From an optimization exercise on the open Yosys and OpenROAD flow, aimed at small area, a short achievable clock period and few clock cycles per item; shortcuts taken in it are not production practice.
RTL that was checked went through simulation tests only; none was proved equivalent to the original.

==> build 68 <==
Design matrixTpu, start of the top module:
module matrixTpu (
    input  logic         clk,
    input  logic         rst,
    input  logic [13:0]  wrReq,     
    input  logic         start,
    output logic         busy,
    output logic [70:0]  result,    
    output logic         done
);
export LEC_CHECK = 0
export ABC_CLOCK_PERIOD_IN_PS = 2200
export CAP_MARGIN = 20
export CORE_MARGIN = 2
export CORE_UTILIZATION = 40
export CTS_CLUSTER_DIAMETER = 100
export CTS_CLUSTER_SIZE = 30
export SETUP_SLACK_MARGIN = 3.4
export SLEW_MARGIN = 20
create_clock -name core_clock -period 5.5 [get_ports {clk}]
run.sh (not shown) runs the stock make flow with config.mk's settings and CLKGATE_MAP_FILE= SYNTH_SCRIPT=/design/flow/synth_recipe.tcl, a recipe that flattens the netlist after the stock synthesis.
==> build 10: changes against build 68 <==
--- a/flow/design.v
+++ b/flow/design.v
@@ -148,84 +148,52 @@
     logic [3:0] vld;        
     logic [3:0] pend;       
     logic       bldG;       
     logic [1:0] curR, nxtK;
     logic [1:0] ptr;        
     logic [1:0] rk;         
     logic       inj, injRep;
     logic [1:0] injRow, injK;
-    logic       repOk;
-    logic [6:0] repA;
-    assign injRep = bsy && repOk && !vld[ptr] && !pend[ptr];
+    assign injRep = bsy && !vld[ptr] && !pend[ptr] && !(c2v && c2r == ptr);
     assign inj    = aAcc || injRep;
     assign injRow = bsy ? ptr : wrAddr[3:2];
     assign injK   = bsy ? rk  : wrAddr[1:0];
     logic        r0v;
     logic [1:0]  r0r, r0k;
     logic [3:0]  r0one, r0two;    
     logic [2:0]  r0neg;
     logic [31:0] r0w;
     logic        p1v;
     logic [1:0]  p1r, p1k;
     logic        p1fresh;    
     logic [63:0] p1s, p1c;
     logic        cmpl;      
+    logic        c2v;       
+    logic [1:0]  c2r;
     assign cmpl = p1v && p1k == 2'd3 && pend[p1r];
-    localparam logic [1:0] InWork = 2'd3;
-    logic [1:0] hold [0:3];
-    logic [1:0] wRow;       
-    logic       wHeld;      
-    logic [2:0] used;
-    logic       copy;       
-    logic [1:0] freeS;
-    assign wHeld = vld[wRow] && hold[wRow] == InWork;
-    always_comb begin
-        for (int t = 0; t < 3; t++) begin
-            used[t] = 1'b0;
-            for (int r = 0; r < 4; r++) begin
-                if (vld[r] && hold[r] == t) used[t] = 1'b1;
-            end
-        end
-    end
-    assign freeS = !used[0] ? 2'd0 : !used[1] ? 2'd1 : 2'd2;
-    assign copy  = wHeld && !(&used);
-    always_ff @(posedge clk) begin
-        if (copy) hold[wRow] <= freeS;
-        if (cmpl) hold[p1r] <= InWork;
-    end
-    always_ff @(posedge clk or posedge rst) begin
-        if (rst) begin
-            wRow  <= '0;
-            repOk <= 1'b0;
-        end else begin
-            if (cmpl) wRow <= p1r;
-            repOk <= bsy;
-        end
-    end
     always_ff @(posedge clk or posedge rst) begin
         if (rst) begin
             vld  <= '0;
             pend <= '0;
             bldG <= 1'b0;
             curR <= '0;
             nxtK <= '0;
             r0v  <= 1'b0;
             p1v  <= 1'b0;
             rk   <= '0;
         end else begin
             r0v <= inj;
             p1v <= r0v;
             if (injRep) rk <= rk + 2'd1;
-            if (p1v && wHeld && !copy) begin
-                vld[wRow] <= 1'b0;
-            end
             if (cmpl) begin
                 pend[p1r] <= 1'b0;
-                vld[p1r]  <= 1'b1;
+            end
+            if (c2v) begin
+                vld[c2r] <= 1'b1;
             end
             if (inj) begin
                 vld[injRow]  <= 1'b0;
                 pend[injRow] <= 1'b0;
                 if (injK == 2'd0) begin
                     bldG <= 1'b1;
                     curR <= injRow;
                     nxtK <= 2'd1;
@@ -246,23 +214,17 @@
                 bldG <= 1'b0;
             end
         end
     end
     logic [6:0] injA;
     logic [7:0] ax;
     logic [3:0] dOne, dTwo;
     logic [2:0] dNeg;
-    logic [1:0] ptrB, rkN;
-    assign ptrB = (bsy && vld[ptr]) ? ptr + 2'd1 : ptr;    
-    assign rkN  = injRep ? rk + 2'd1 : rk;
-    always_ff @(posedge clk) begin
-        repA <= aMem[{ptrB, rkN}];
-    end
-    assign injA = bsy ? repA : wrData[6:0];
+    assign injA = bsy ? aMem[{ptr, rk}] : wrData[6:0];
     assign ax   = {1'b0, injA};
     always_comb begin
         for (int i = 0; i < 4; i++) begin
             logic b2, b1, b0;
             b2 = ax[2*i+1];
             b1 = ax[2*i];
             b0 = (i == 0) ? 1'b0 : ax[2*i-1];
             dOne[i] = b1 ^ b0;
@@ -294,59 +256,63 @@
             .c   (cy)
         );
         always_ff @(posedge clk) begin
             p1s[c*16 +: 16] <= s;
             p1c[c*16 +: 16] <= cy;
         end
     end
     localparam logic [16:0] FreshBase = 17'd44032;
-    logic [67:0] ws;                
-    logic [15:0] wc;                
-    logic [67:0] wsNew;
-    logic [15:0] wcNew;
+    logic [67:0] ws, wc;            
+    logic [67:0] wsNew, wcNew;
     for (genvar c = 0; c < 4; c++) begin : gAcc
-        logic [16:0] bs, ps, pc, x, y;
-        logic [4:1]  bc;
+        logic [16:0] bs, bc, ps, pc, t1, t2;
         assign bs = p1fresh ? FreshBase : ws[c*17 +: 17];
-        assign bc = p1fresh ? 4'd0      : wc[c*4 +: 4];
+        assign bc = p1fresh ? 17'd0     : wc[c*17 +: 17];
         assign ps = {1'b0, p1s[c*16 +: 16]};
         assign pc = {1'b0, p1c[c*16 +: 16]};
-        assign x = bs ^ ps ^ pc;
-        assign y = {(bs[15:0] & ps[15:0]) | (bs[15:0] & pc[15:0]) | (ps[15:0] & pc[15:0]), 1'b0};
-        assign {wcNew[c*4 + 0], wsNew[c*17 +  0 +: 4]} = {1'b0, x[3:0]}   + {1'b0, y[3:0]};
-        assign {wcNew[c*4 + 1], wsNew[c*17 +  4 +: 4]} = {1'b0, x[7:4]}   + {1'b0, y[7:4]}   + {4'd0, bc[1]};
-        assign {wcNew[c*4 + 2], wsNew[c*17 +  8 +: 4]} = {1'b0, x[11:8]}  + {1'b0, y[11:8]}  + {4'd0, bc[2]};
-        assign {wcNew[c*4 + 3], wsNew[c*17 + 12 +: 4]} = {1'b0, x[15:12]} + {1'b0, y[15:12]} + {4'd0, bc[3]};
-        assign wsNew[c*17 + 16] = x[16] ^ y[16] ^ bc[4];
+        assign t1 = bs ^ bc ^ ps;
+        assign t2 = {(bs[15:0] & bc[15:0]) | (bs[15:0] & ps[15:0]) | (bc[15:0] & ps[15:0]), 1'b0};
+        assign wsNew[c*17 +: 17] = t1 ^ t2 ^ pc;
+        assign wcNew[c*17 +: 17] = {(t1[15:0] & t2[15:0]) | (t1[15:0] & pc[15:0]) | (t2[15:0] & pc[15:0]), 1'b0};
     end
     always_ff @(posedge clk) begin
         if (p1v) begin
             ws <= wsNew;
             wc <= wcNew;
         end
     end
-    logic [63:0] fin;
-    logic [63:0] slot [0:2];
+    logic [63:0] fin;               
+    logic [15:0] acc [0:15];        
     for (genvar c = 0; c < 4; c++) begin : gFin
         logic [16:0] sum;
-        assign sum = ws[c*17 +: 17] + {wc[c*4 + 3], 3'd0, wc[c*4 + 2], 3'd0,
-                                       wc[c*4 + 1], 3'd0, wc[c*4 + 0], 4'd0};
+        assign sum = ws[c*17 +: 17] + wc[c*17 +: 17];
         assign fin[c*16 +: 16] = sum[16] ? 16'd0 : sum[15:0];    
     end
+    always_ff @(posedge clk or posedge rst) begin
+        if (rst) begin
+            c2v <= 1'b0;
+        end else begin
+            c2v <= cmpl && !wAcc && !(inj && injRow == p1r);
+        end
+    end
     always_ff @(posedge clk) begin
-        if (copy) slot[freeS] <= fin;
+        c2r <= p1r;
+        if (c2v) begin
+            for (int c = 0; c < 4; c++) begin
+                acc[c2r*4 + c] <= fin[c*16 +: 16];
+            end
+        end
     end
     logic        outValid, doneR;
     logic [1:0]  outRow;
     logic [63:0] outData;
-    logic        emit, rowOk;
-    logic [1:0]  src;
-    assign rowOk = vld[ptr];
-    assign src   = hold[ptr];
+    logic        emit, byp, rowOk;
+    assign byp   = c2v && c2r == ptr;
+    assign rowOk = vld[ptr] || byp;
     assign emit = bsy ? rowOk
                       : (startAcc && rowOk && !wAcc && !(aAcc && wrAddr[3:2] == 2'd0));
     always_ff @(posedge clk or posedge rst) begin
         if (rst) begin
             bsy      <= 1'b0;
             ptr      <= '0;
             outValid <= 1'b0;
             outRow   <= '0;
@@ -358,16 +324,18 @@
                 outRow <= ptr;
                 ptr    <= ptr + 2'd1;
             end
             if (startAcc) bsy <= 1'b1;
             if (emit && ptr == 2'd3) bsy <= 1'b0;
         end
     end
     always_ff @(posedge clk) begin
-        outData <= (src == InWork) ? fin : slot[src];
+        for (int c = 0; c < 4; c++) begin
+            outData[c*16 +: 16] <= byp ? fin[c*16 +: 16] : acc[ptr*4 + c];
+        end
     end
     assign busy   = bsy;
     assign done   = doneR;
     assign result = {outValid, outRow,
                      1'b0, outData[63:48], 1'b0, outData[47:32],
                      1'b0, outData[31:16], 1'b0, outData[15:0]};
 endmodule
==> flow/config.mk (replaced) <==
export PLATFORM = sky130hd
export DESIGN_NAME = matrixTpu
export DESIGN_NICKNAME = matrixTpu
export VERILOG_FILES = /design/flow/design.v
export SDC_FILE = /design/flow/constraint.sdc
export NUM_CORES = 4
export LEC_CHECK = 0
export ABC_CLOCK_PERIOD_IN_PS = 2500
export CAP_MARGIN = 20
export CORE_MARGIN = 2
export CORE_UTILIZATION = 40
export SETUP_SLACK_MARGIN = 2.8
export SLEW_MARGIN = 20
==> build 47: changes against build 68 <==
--- a/flow/design.v
+++ b/flow/design.v
@@ -148,19 +148,17 @@
     logic [3:0] vld;        
     logic [3:0] pend;       
     logic       bldG;       
     logic [1:0] curR, nxtK;
     logic [1:0] ptr;        
     logic [1:0] rk;         
     logic       inj, injRep;
     logic [1:0] injRow, injK;
-    logic       repOk;
-    logic [6:0] repA;
-    assign injRep = bsy && repOk && !vld[ptr] && !pend[ptr];
+    assign injRep = bsy && !vld[ptr] && !pend[ptr];
     assign inj    = aAcc || injRep;
     assign injRow = bsy ? ptr : wrAddr[3:2];
     assign injK   = bsy ? rk  : wrAddr[1:0];
     logic        r0v;
     logic [1:0]  r0r, r0k;
     logic [3:0]  r0one, r0two;    
     logic [2:0]  r0neg;
     logic [31:0] r0w;
@@ -185,25 +183,19 @@
                 if (vld[r] && hold[r] == t) used[t] = 1'b1;
             end
         end
     end
     assign freeS = !used[0] ? 2'd0 : !used[1] ? 2'd1 : 2'd2;
     assign copy  = wHeld && !(&used);
     always_ff @(posedge clk) begin
         if (copy) hold[wRow] <= freeS;
-        if (cmpl) hold[p1r] <= InWork;
-    end
-    always_ff @(posedge clk or posedge rst) begin
-        if (rst) begin
-            wRow  <= '0;
-            repOk <= 1'b0;
-        end else begin
-            if (cmpl) wRow <= p1r;
-            repOk <= bsy;
+        if (cmpl) begin
+            hold[p1r] <= InWork;
+            wRow      <= p1r;
         end
     end
     always_ff @(posedge clk or posedge rst) begin
         if (rst) begin
             vld  <= '0;
             pend <= '0;
             bldG <= 1'b0;
             curR <= '0;
@@ -246,23 +238,17 @@
                 bldG <= 1'b0;
             end
         end
     end
     logic [6:0] injA;
     logic [7:0] ax;
     logic [3:0] dOne, dTwo;
     logic [2:0] dNeg;
-    logic [1:0] ptrB, rkN;
-    assign ptrB = (bsy && vld[ptr]) ? ptr + 2'd1 : ptr;    
-    assign rkN  = injRep ? rk + 2'd1 : rk;
-    always_ff @(posedge clk) begin
-        repA <= aMem[{ptrB, rkN}];
-    end
-    assign injA = bsy ? repA : wrData[6:0];
+    assign injA = bsy ? aMem[{ptr, rk}] : wrData[6:0];
     assign ax   = {1'b0, injA};
     always_comb begin
         for (int i = 0; i < 4; i++) begin
             logic b2, b1, b0;
             b2 = ax[2*i+1];
             b1 = ax[2*i];
             b0 = (i == 0) ? 1'b0 : ax[2*i-1];
             dOne[i] = b1 ^ b0;
==> flow/config.mk (replaced) <==
export PLATFORM = sky130hd
export DESIGN_NAME = matrixTpu
export DESIGN_NICKNAME = matrixTpu
export VERILOG_FILES = /design/flow/design.v
export SDC_FILE = /design/flow/constraint.sdc
export NUM_CORES = 4
export LEC_CHECK = 0
export ABC_CLOCK_PERIOD_IN_PS = 2200
export CAP_MARGIN = 20
export CORE_MARGIN = 2
export CORE_UTILIZATION = 30
export CTS_CLUSTER_DIAMETER = 100
export CTS_CLUSTER_SIZE = 30
export SETUP_SLACK_MARGIN = 3.2
export SLEW_MARGIN = 20
==> comparison table <==
Number of tapcells: build 68 1165; build 10 1287; build 47 1512
Status: build 68 timing/DRC/antenna clean; build 10 timing/DRC/antenna clean; build 47 timing/DRC/antenna clean
WP buf/inv: build 68 3; build 10 2; build 47 4
DRT iter0 DRCs: build 68 2127; build 10 1614; build 47 1344
Die outline height: build 68 303 um; build 10 318 um; build 47 344 um
Die Footprint: build 68 92000 um^2; build 10 101000 um^2; build 47 119000 um^2
Maximum clock frequency: build 68 0.390 GHz; build 10 0.376 GHz; build 47 0.393 GHz
Total number of multi-input combinational cells: build 68 1648; build 10 1480; build 47 1472
Gate count of the mapped netlist: build 68 2758; build 10 2602; build 47 2569
Number of optimization iterations in the first detailed-route pass: build 68 7; build 10 5; build 47 5
M1 GR Usage: build 68 25.6%; build 10 22.1%; build 47 16.4%
Number of cell instances on the worst register-to-register path: build 68 8; build 10 9; build 47 8
Layout net count: build 68 3293; build 10 2969; build 47 2991
Final core area utilization: build 68 51.8%; build 10 46.3%; build 47 36.3%
Hold Worst Slack: build 68 0.328 ns; build 10 0.330 ns; build 47 0.338 ns
Post-synthesis simple-gate area fraction: build 68 9.00%; build 10 6.04%; build 47 8.22%
FP Rows: build 68 109; build 10 115; build 47 124
Layout cells sized above 1: build 68 33.8%; build 10 16.4%; build 47 25.2%
Synth top area share: build 68 43.2%; build 10 47.9%; build 47 44.8%
End of the critical path: build 68 repA[2]$_DFF_P_; build 10 acc[0][14]$_DFFE_PP_; build 47 ws[13]$_DFFE_PP_
Testbench counts of build 47, summed over its fixed seeds: cycles 2,944, jobs 128.
Only the layout flow was run in build 68 and build 10; the RTL was not checked for function there.

re-timing with driven ports:
In the flow no input, the clock included, has a driving cell. The finished layouts below were timed again as built, in two steps. Step 1, drivers: a clkbuf_16 drives clk and a buf_2 each remaining input, both assumed. Step 2 also shifts input and output timing later by t, the mid clock arrival at the registers, as if the neighbouring blocks saw the same clock. Slacks: ideal ports / drivers / drivers and shift; pairs: ideal ports / drivers.
run	t (ns)	setup WS [ns]	worst hold slack (ns)	clock arrival spread, ns	worst slew at a driven data input, ns
build 68	0.671	2.939 / 2.939 / 2.508	0.328 / 0.328 / 0.328	0.045 / 0.045	0.07
build 10	0.722	2.839 / 2.791 / 2.174	0.330 / 0.330 / 0.330	0.030 / 0.030	0.07
build 47	0.665	2.958 / 2.958 / 2.556	0.338 / 0.338 / 0.338	0.054 / 0.054	0.07
After both steps every run listed still meets setup and hold. For build 10, which loses most, drivers alone change the setup slack by -0.048 ns; drivers and shift together by -0.665 ns.
